Source: an optimization exercise on an open RTL-to-GDS flow (aim: small area and a short achievable clock period). Production flows keep margins and buffers that such runs may drop.
Function was checked by simulation only, so behaviour that the tests miss may differ from the original.
Power is estimated from default activity; no workload was simulated.

### design/flow/design.v
package brfpa_pkg;
  localparam int DATA_W = 8;
  localparam int LEN_W  = 11;
  localparam int FILL_W = 11;
  localparam int CL_W   = 4;
  localparam int ADDR_W = 3;
  localparam logic [CL_W-1:0] CAP_LOG2_RESET = 4'd10;
  localparam logic            REG_CAP_LOG2   = 1'b0;
  typedef enum logic [1:0] {
    KIND_WRITE  = 2'd0,
    KIND_READ   = 2'd1,
    KIND_FLUSH  = 2'd2,
    KIND_PACKET = 2'd3
  } kind_e;
  typedef enum logic [1:0] {
    ST_OK    = 2'd0,
    ST_FULL  = 2'd1,
    ST_EMPTY = 2'd2,
    ST_SEQ   = 2'd3
  } status_e;
  typedef struct packed {
    logic [1:0]       kind;
    logic [DATA_W-1:0] data_byte;
    logic             packet_first;
    logic [LEN_W-1:0] packet_length;
  } cmd_t;
  typedef struct packed {
    logic [1:0]        status;
    logic [DATA_W-1:0] read_data;
    logic [FILL_W-1:0] fill_level;
    logic [FILL_W-1:0] capacity;
    logic              packet_open;
  } result_t;
  typedef struct packed {
    logic push;
    logic pop;
    logic flush;
    logic load_rem;
    logic dec_rem;
    logic reserve;
  } dp_ctl_t;
  typedef struct packed {
    logic empty;
    logic write_room;
    logic pkt_fits;
    logic rem_is_one;
    logic len_is_zero;
    logic len_is_one;
  } dp_stat_t;
endpackage
module brfpa_hold (
  input  logic sh_i,
  input  logic q_i,
  input  logic en_i,
  input  logic en_ni,
  output logic d_o
);
  assign d_o = (sh_i & en_i) | (q_i & en_ni);
endmodule
module brfpa_aoi222 (
  input  logic [2:0] a_i,
  input  logic [2:0] s_i,
  output logic       y_no
);
  assign y_no = ~|(a_i & s_i);
endmodule
module brfpa_aoi22 (
  input  logic [1:0] a_i,
  input  logic [1:0] s_i,
  output logic       y_no
);
  assign y_no = ~|(a_i & s_i);
endmodule
module brfpa_nand86 (
  input  logic [85:0] a_i,
  output logic        y_o
);
  assign y_o = ~&a_i;
endmodule
import brfpa_pkg::*;
module byte_ring_fifo_packet_admit_top (
  input  logic                         clk_i,
  input  logic                         rst_ni,
  input  logic                         start,
  output logic                         busy,
  input  logic [21:0]                  cmd_i,
  output logic                         result_valid_o,
  output logic [32:0]                  result_o,
  input  logic                         psel,
  input  logic                         penable,
  input  logic                         pwrite,
  input  logic [brfpa_pkg::ADDR_W-1:0] paddr,
  input  logic [31:0]                  pwdata,
  output logic [31:0]                  prdata,
  output logic                         pready
);
  localparam int DEPTH = 256;
  logic [1:0]  kind;
  logic [7:0]  data;
  logic        first;
  logic [10:0] len;
  assign kind  = cmd_i[21:20];
  assign data  = cmd_i[19:12];
  assign first = cmd_i[11];
  assign len   = cmd_i[10:0];
  logic [3:0]  cap_log2_q;
  logic [8:0]  count_q;           
  logic [8:0]  free_q;            
  logic [10:0] rp_q;              
  logic        adm_q, drp_q;      
  logic        valid_q;
  logic [1:0]  status_q;
  logic [7:0]  rd_q;              
  logic        we_q, we_nq;       
  logic [7:0]  wd_q;              
  logic [8:0]  ridx_q;            
  logic [7:0]  mem_q [DEPTH];
  logic clear;
  assign clear  = psel & penable & pwrite & ~paddr[2];
  assign pready = 1'b1;
  assign prdata = paddr[2] ? 32'd0 : {28'd0, cap_log2_q};
  function automatic logic [8:0] ring_size(input logic [3:0] cl);
    ring_size = cl[3] ? 9'd256 : (9'd1 << cl[2:0]);
  endfunction
  logic is_wr, is_rd, is_fl, is_pk, open_q;
  logic empty, wroom, fits, len_zero, len_one, rem_one;
  logic push, pop, pk_first, pk_next;
  logic [1:0] status_d;
  assign open_q   = adm_q | drp_q;
  assign is_wr    = start & (kind == 2'd0);
  assign is_rd    = start & (kind == 2'd1);
  assign is_fl    = start & (kind == 2'd2);
  assign is_pk    = start & (kind == 2'd3);
  assign pk_first = is_pk & first;
  assign pk_next  = is_pk & ~first;
  assign empty    = (count_q == 9'd0);
  assign wroom    = adm_q ? (rp_q[8:0] <= free_q) : (free_q != 9'd0);
  assign fits     = (len[10:9] == 2'b00) & (len[8:0] <= free_q);
  assign len_zero = (len == 11'd0);
  assign len_one  = (len == 11'd1);
  assign rem_one  = (rp_q == 11'd2);
  assign push = (is_wr & wroom)
              | (pk_first & ~open_q & ~len_zero & fits)
              | (pk_next & adm_q);
  assign pop  = is_rd & ~empty;
  always_comb begin
    status_d = ST_OK;
    if (is_wr & ~wroom) status_d = ST_FULL;
    if (is_rd & empty)  status_d = ST_EMPTY;
    if (pk_first) begin
      if (open_q)                     status_d = ST_SEQ;
      else if (len_zero | ~fits)      status_d = ST_FULL;
    end
    if (pk_next) begin
      if (drp_q)                      status_d = ST_FULL;
      else if (~adm_q)                status_d = ST_SEQ;
    end
  end
  logic adm_d, drp_d;
  always_comb begin
    adm_d = adm_q;
    drp_d = drp_q;
    if (pk_first & ~open_q & ~len_zero & ~len_one) begin
      adm_d = fits;
      drp_d = ~fits;
    end
    if (pk_next & rem_one) begin
      adm_d = 1'b0;
      drp_d = 1'b0;
    end
    if (clear) begin
      adm_d = 1'b0;
      drp_d = 1'b0;
    end
  end
  always_ff @(posedge clk_i or negedge rst_ni) begin
    if (!rst_ni) begin
      cap_log2_q <= 4'd10;
      count_q    <= 9'd0;
      free_q     <= 9'd256;
      adm_q      <= 1'b0;
      drp_q      <= 1'b0;
      valid_q    <= 1'b0;
    end else begin
      valid_q <= start;
      adm_q   <= adm_d;
      drp_q   <= drp_d;
      if (clear) begin
        cap_log2_q <= pwdata[3:0];
        count_q    <= 9'd0;
        free_q     <= ring_size(pwdata[3:0]);
      end else if (is_fl) begin
        count_q    <= 9'd0;
        free_q     <= ring_size(cap_log2_q);
      end else if (push) begin
        count_q    <= count_q + 9'd1;
        free_q     <= free_q - 9'd1;
      end else if (pop) begin
        count_q    <= count_q - 9'd1;
        free_q     <= free_q + 9'd1;
      end
    end
  end
  always_ff @(posedge clk_i) begin
    if (!open_q)      rp_q <= len;
    else if (pk_next) rp_q <= rp_q - 11'd1;
    status_q <= status_d;
    we_q     <= push;
    we_nq    <= ~push;
    wd_q     <= data;
    ridx_q   <= pop ? (count_q - 9'd2) : (count_q - 9'd1);
    rd_q     <= pop ? (ridx_q[8] ? wd_q : rd_mux) : 8'd0;
  end
  logic [15:0]  sel_hi, sel_lo;
  logic [255:0] sel;
  logic [7:0]   rd_mux;
  always_comb begin
    sel_hi = '0;
    sel_lo = '0;
    sel_hi[ridx_q[7:4]] = 1'b1;
    sel_lo[ridx_q[3:0]] = 1'b1;
    for (int i = 0; i < DEPTH; i++) sel[i] = sel_hi[i/16] & sel_lo[i%16];
  end
  for (genvar b = 0; b < 8; b++) begin : g_rd
    logic [85:0] t_n;       
    for (genvar k = 0; k < 84; k++) begin : g_t3
      brfpa_aoi222 u_t (
        .a_i ({mem_q[3*k+2][b], mem_q[3*k+1][b], mem_q[3*k][b]}),
        .s_i (sel[3*k +: 3]),
        .y_no(t_n[k])
      );
    end
    for (genvar k = 0; k < 2; k++) begin : g_t2
      brfpa_aoi22 u_t (
        .a_i ({mem_q[252+2*k+1][b], mem_q[252+2*k][b]}),
        .s_i (sel[252+2*k +: 2]),
        .y_no(t_n[84+k])
      );
    end
    brfpa_nand86 u_or (.a_i(t_n), .y_o(rd_mux[b]));
  end
  logic [7:0] mem_d [DEPTH];
  for (genvar i = 0; i < DEPTH; i++) begin : g_ent
    logic [7:0] sh_in;
    if (i == 0) begin : g_first
      assign sh_in = wd_q;
    end else begin : g_next
      assign sh_in = mem_q[i-1];
    end
    for (genvar b = 0; b < 8; b++) begin : g_bit
      brfpa_hold u_h (.sh_i(sh_in[b]), .q_i(mem_q[i][b]), .en_i(we_q), .en_ni(we_nq),
                      .d_o(mem_d[i][b]));
    end
  end
  always_ff @(posedge clk_i) begin
    for (int i = 0; i < DEPTH; i++) mem_q[i] <= mem_d[i];
  end
  assign busy           = 1'b0;
  assign result_valid_o = valid_q;
  assign result_o       = {status_q, rd_q, 2'b00, count_q, 2'b00,
                           ring_size(cap_log2_q), open_q};
endmodule
### design/flow/run.sh
#!/bin/bash
# synth_recipe.tcl (not shown) runs the flow's synth.tcl, then flattens the netlist and writes it again
# the make line also repeats each setting of config.mk as NAME=value (left out here)
make -C /OpenROAD-flow-scripts/flow DESIGN_CONFIG=/design/flow/config.mk WORK_HOME=/design/flow/orfs CLKGATE_MAP_FILE= SYNTH_SCRIPT=/design/flow/synth_recipe.tcl finish
### design/flow/config.mk
export PLATFORM = sky130hd
export DESIGN_NAME = byte_ring_fifo_packet_admit_top
export DESIGN_NICKNAME = byte_ring_fifo_packet_admit_top
export VERILOG_FILES = /design/flow/design.v
export SDC_FILE = /design/flow/constraint.sdc
export NUM_CORES = 4
export LEC_CHECK = 0
export CAP_MARGIN = 20
export CORE_MARGIN = 2
export CORE_UTILIZATION = 50
export SETUP_SLACK_MARGIN = 2.3
export SLEW_MARGIN = 20
export SYNTH_HIERARCHICAL = 1
export SYNTH_MINIMUM_KEEP_SIZE = 0
### design/flow/constraint.sdc
create_clock -name core_clock -period 5.5 [get_ports {clk_i}]
set_input_delay 1.1000 -clock core_clock [delete_from_list [all_inputs] [get_ports {clk_i}]]
set_output_delay 1.1000 -clock core_clock [all_outputs]
set_load 0.01 [all_outputs]
==> notes.md <==
==> kinds of logic (layout without fill, tap and decap cells) <==
group / count (synthesis) / after routing
XOR/XNOR: 24 / 24
multiplexers: 20 / 20
buffers and inverters: 117 / 758
AND/OR/NAND/NOR: 708 / 710
flip-flops: 2113 / 2113
other: 2 / 36
adder cells (fa/ha/maj): 41 / 41
AO/OA/AOI/OAI: 2842 / 2842
==> layer usage <==
| metal | vias to the layer above | part of all wire (%) |
|---|---|---|
| met4 | 6 | 3.5 |
| met1 | 29662 | 45 |
| met5 | - | 0.015 |
| li1 | 26529 | - |
| met2 | 2414 | 44 |
| met3 | 390 | 7.4 |
==> cells in the final DEF, fill, tap and decap left out, types with 17 or more instances in the layout <==
master,instances
buf_4,186
nand2_2,17
buf_6,24
nor2_2,82
inv_1,19
buf_12,57
bufinv_16,20
a222oi_1,672
dfxtp_1,2068
a21oi_1,23
a22o_1,2048
nand4_1,185
nor4_2,18
nor2_4,37
clkbuf_8,45
dlygate4sd2_1,19
nand2_1,54
nor2_1,179
o21ai_0,20
clkbuf_16,215
ha_1,29
clkinv_2,44
nor3_1,21
conb_1,34
clkbuf_1,46
clkdlybuf4s50_1,44
==> sequential cells by signal, indices dropped and copies added, names as in the netlist <==
| signal | cells |
|---|---|
| status_q | 2 |
| we_nq | 1 |
| drp_q | 1 |
| ridx_q | 9 |
| rp_q | 11 |
| we_q | 1 |
| wd_q | 8 |
| mem_q | 2048 |
| count_q | 9 |
| free_q | 9 |
| valid_q | 1 |
| adm_q | 1 |
| cap_log2_q | 4 |
| rd_q | 8 |
==> metrics by stage <==
| step | utilization, % | hold WS, ps | setup WS [ps] |
|---|---|---|---|
| 6_report | 60.07 | 496.3 | 1434 |
| 5_1_grt | 60.07 | 513.0 | 1400 |
| 4_1_cts | 59.61 | 496.9 | 1622 |
| 3_5_place_dp | 53.05 | 476.4 | 645.1 |
| 3_3_place_gp | 53.05 | 475.5 | 724.6 |
| 2_1_floorplan | - | 455.4 | -5607 |
==> how the worst max path moves through the flow <==
stage	start	endpoint	slack, ps
2_1_floorplan	we_nq	mem_q[0][0]	-5610
3_3_place_gp	ridx_q[4]	rd_q[3]	720
3_5_place_dp	ridx_q[4]	rd_q[3]	650
4_1_cts	ridx_q[1]	rd_q[7]	1620
5_1_grt	ridx_q[5]	rd_q[1]	1400
6_report	ridx_q[5]	rd_q[1]	1430
==> per-module statistics from Yosys (local to each module, per instance) <==
module,times used,cells inside,flops+latches,area (um2)
byte_ring_fifo_packet_admit_top,1,2899,2113,46790
brfpa_nand86,8,29,0,181.4
brfpa_aoi222,672,1,0,10.01
brfpa_hold,2048,1,0,8.758
brfpa_aoi22,16,1,0,12.51
==> final cells by class <==
type	instances	area, um2	area share [%]
flip-flops and latches	2113	42570	48.74
multi-input cells	3671	31460	36.01
clock buffers	306	6172	7.067
repair buffers	345	3630	4.156
well taps	1917	2399	2.746
clock inverters	80	1002	1.147
inverters	27	106.4	0.1218
diodes	2	5.005	0.005730
==> power groups by stage <==
| stage | logic [W] | registers (W) | clock network [W] |
|---|---|---|---|
| 3_3_place_gp | 0.00372 | 0.0166 | 0 |
| 2_1_floorplan | 0.00179 | 0.0168 | 0 |
| 6_report | 0.00554 | 0.0163 | 0.0148 |
| 4_1_cts | 0.00500 | 0.0163 | 0.0150 |
| 5_1_grt | 0.00578 | 0.0164 | 0.0156 |
| 3_5_place_dp | 0.00375 | 0.0166 | 0 |
==> timing repair <==
| action | in CTS | in global routing |
|---|---|---|
| hold buffers | 0 | 0 |
| pin swaps | 227 | 137 |
| setup endpoints to repair | 35 | 23 |
| buffers inserted | 105 | 30 |
| cloned | 2 | 1 |
| resized for setup | 344 | 115 |
==> flow_metrics.py <==
metrics = {
    "floorplanning": {
        "initial_core_util_pct": 50.28,
        "io_pins": 131,
        "rows": 140,
        "core_area_um2": 145400,
        "die_h_um": 386.4,
        "dieArea_um2": 149300,
        "chipWidth_um": 386.4,
    },
    "logic_synthesis": {
        "synth_top_family_by_area": "compound AO/OA/AOI/OAI gates",
        "ys_seq_area_share_pct": 58.19,
        "synth-edff-count": 11,
        "synthFlopType": "dfxtp_1",
        "avgSynthCellArea_um2": 12.46,
        "synth_cells": 5867,
        "synth_compound_area_share_pct": 34.95,
        "yosysTopAreaCell": "dfxtp_1",
        "synth_top_cells_by_count": "dfxtp_1, a22o_1, a222oi_1",
        "synth_area_leaders": "dfxtp_1, a22o_1, a222oi_1, nand4_1, nor2_1",
        "netlist_area_um2": 73110,
        "ys_types": 65,
        "synth_xor_area_share_pct": 0.2875,
        "muxShareOfSynthArea_pct": 0.2961,
        "synth_top_area_share_pct": 56.87,
        "post-synth-top-count-cell": "dfxtp_1",
        "ys_async_sr_fraction_pct": 1.183,
        "yosys.area_share.simple_pct": 4.760,
        "ys_warn_count": 10,
        "ys_ff_latch": 2113,
        "synth_adder_area_share_pct": 0.7120,
    },
    "setup_path": {
        "endpoint_kind": "register",
        "cp_cell_sequence": "nor2_4, xnor2_4, nor2_2, nand2_2, o21ai_4, nand2_2, buf_12, buf_12, nor2_4, a222oi_1, nand4_1, nor4_2, buf_4, nand4_1, or4_4, mux2i_1, nor2_1",
        "slowest_stage": "a222oi_1",
        "ff2ff_path_depth": 17,
        "cp-start-kind": "register",
        "arrival_ps": 4780,
        "worstPathRequired_ps": 6210,
        "crit_buf_inv": 3,
        "critical_path.top_delay_family": "simple AND/OR/NAND/NOR gates",
        "crit_type": "register to register",
        "cp_max_fo": 8,
        "slowest_delay_ps": 660,
        "r2r_setup_slack_ps": 1430,
        "cp.depth": 17,
        "rr_startpoint": "ridx_q[5]",
        "r2r_end": "rd_q[1]",
    },
    "power_and_ir_drop": {
        "power_frac_clock_pct": 40.3,
        "total_power_w": 0.03664,
        "vdd_drop_max_mv": 0.3377,
        "switching_power_w": 0.01011,
        "p_int_w": 0.02653,
        "powerDensity_nw_per_um2": 419.5,
        "seqPwrFrac_pct": 44.5,
        "swShare_pct": 27.59,
        "combPwrFrac_pct": 15.1,
        "leakage_nw": 32.50,
    },
    "clock_tree": {
        "path_clk_slew_ps": 70,
        "cts_max_path_buffers": 3,
        "cts_buffers": 210,
        "clockRootBuffer": "clkbuf_16",
        "clock-sinks": 2113,
        "h-tree-depth": 4,
        "cts_tree": "done",
        "clock_latency_ps": 820,
    },
    "place": {
        "place_congestion": 0.8789,
        "place_hpwl_um": 152800,
        "placed_area_um2": 77130,
        "portBuffers": 66,
        "place_inst": 7935,
    },
    "timing": {
        "rsz0062_at_grt": "yes",
        "finalClockSkew_ps": 22.29,
        "finalHoldViolCount": 0,
        "slew_viol_final": 0,
        "period_needed_ps": 4066,
        "post-route-period-util_pct": 73.93,
        "max-slew-margin-rel_pct": 22.55,
        "finalSetupTns_ps": 0,
        "setup_viol_count_final": 0,
        "worstMarginPinSlew_ps": 1162,
        "fmax_ghz": 0.2459,
    },
    "global_route": {
        "track_usage_pct": 29.97,
        "antenna_found_initial": 5,
        "grt_util_met2_pct": 44.35,
        "grt_util_met3_pct": 4.607,
        "grt_max_degree": 243,
        "busiest_layer": "met1",
        "grt.overflow.total": 0,
        "first_global_vias": 53247,
        "met1_usage_pct": 44.49,
        "grt_pass1_wl_um": 347200,
    },
    "finish": {
        "drive_above_1_share_pct": 13.91,
        "nFillCells": 11839,
        "area_growth_pct": 19.47,
        "fin_area_um2": 87340,
        "nets": 6472,
        "final_cells": 8461,
    },
    "drt": {
        "wl_per_cell_um": 27.66,
        "first_iter_violations": 9691,
        "totalWireLength_um": 234000,
        "vias_per_cell": 6.973,
        "drc": 0,
        "ant_nets": 0,
        "vias": 59001,
        "firstDrtPassIters": 13,
    },
    "worst_hold_path": {
        "hold_depth": 1,
        "holdCritPathClass": "register to register",
        "min_to": "mem_q[255][7]",
        "min_from": "mem_q[255][7]",
    },
    "run": {
        "max_cap_viol_count": 0,
    },
    "run_status": {
        "outcome": "timing/DRC/antenna clean",
    },
}

[what the ideal ports hide]
How much do the figures lean on ideal ports? The routed layout below was timed once more, with nothing changed but the port constraints. Step 1, drivers: a clkbuf_16 drives clk_i and a buf_2 each remaining input, both assumed. Step 2 adds t to the input delays and takes it off the output delays; t is the mean of the earliest and latest rising clock arrival at the registers after step 1. Input paths then give back, and output paths get back, about the clock's delay inside the block. Three values: ideal, step 1, step 2; two values: the first two.
t, ns: 0.891
setup WS [ns]: 1.434 / 1.434 / 1.250
worst hold slack (ns): 0.496 / 0.496 / 0.496
worst setup path after step 2: input to register
worst register clock-pin slew, ns: 0.07 / 0.07
After both steps this run still meets setup and hold. The setup slack of this run moves by 0.000 ns with the drivers and by -0.184 ns with both steps.
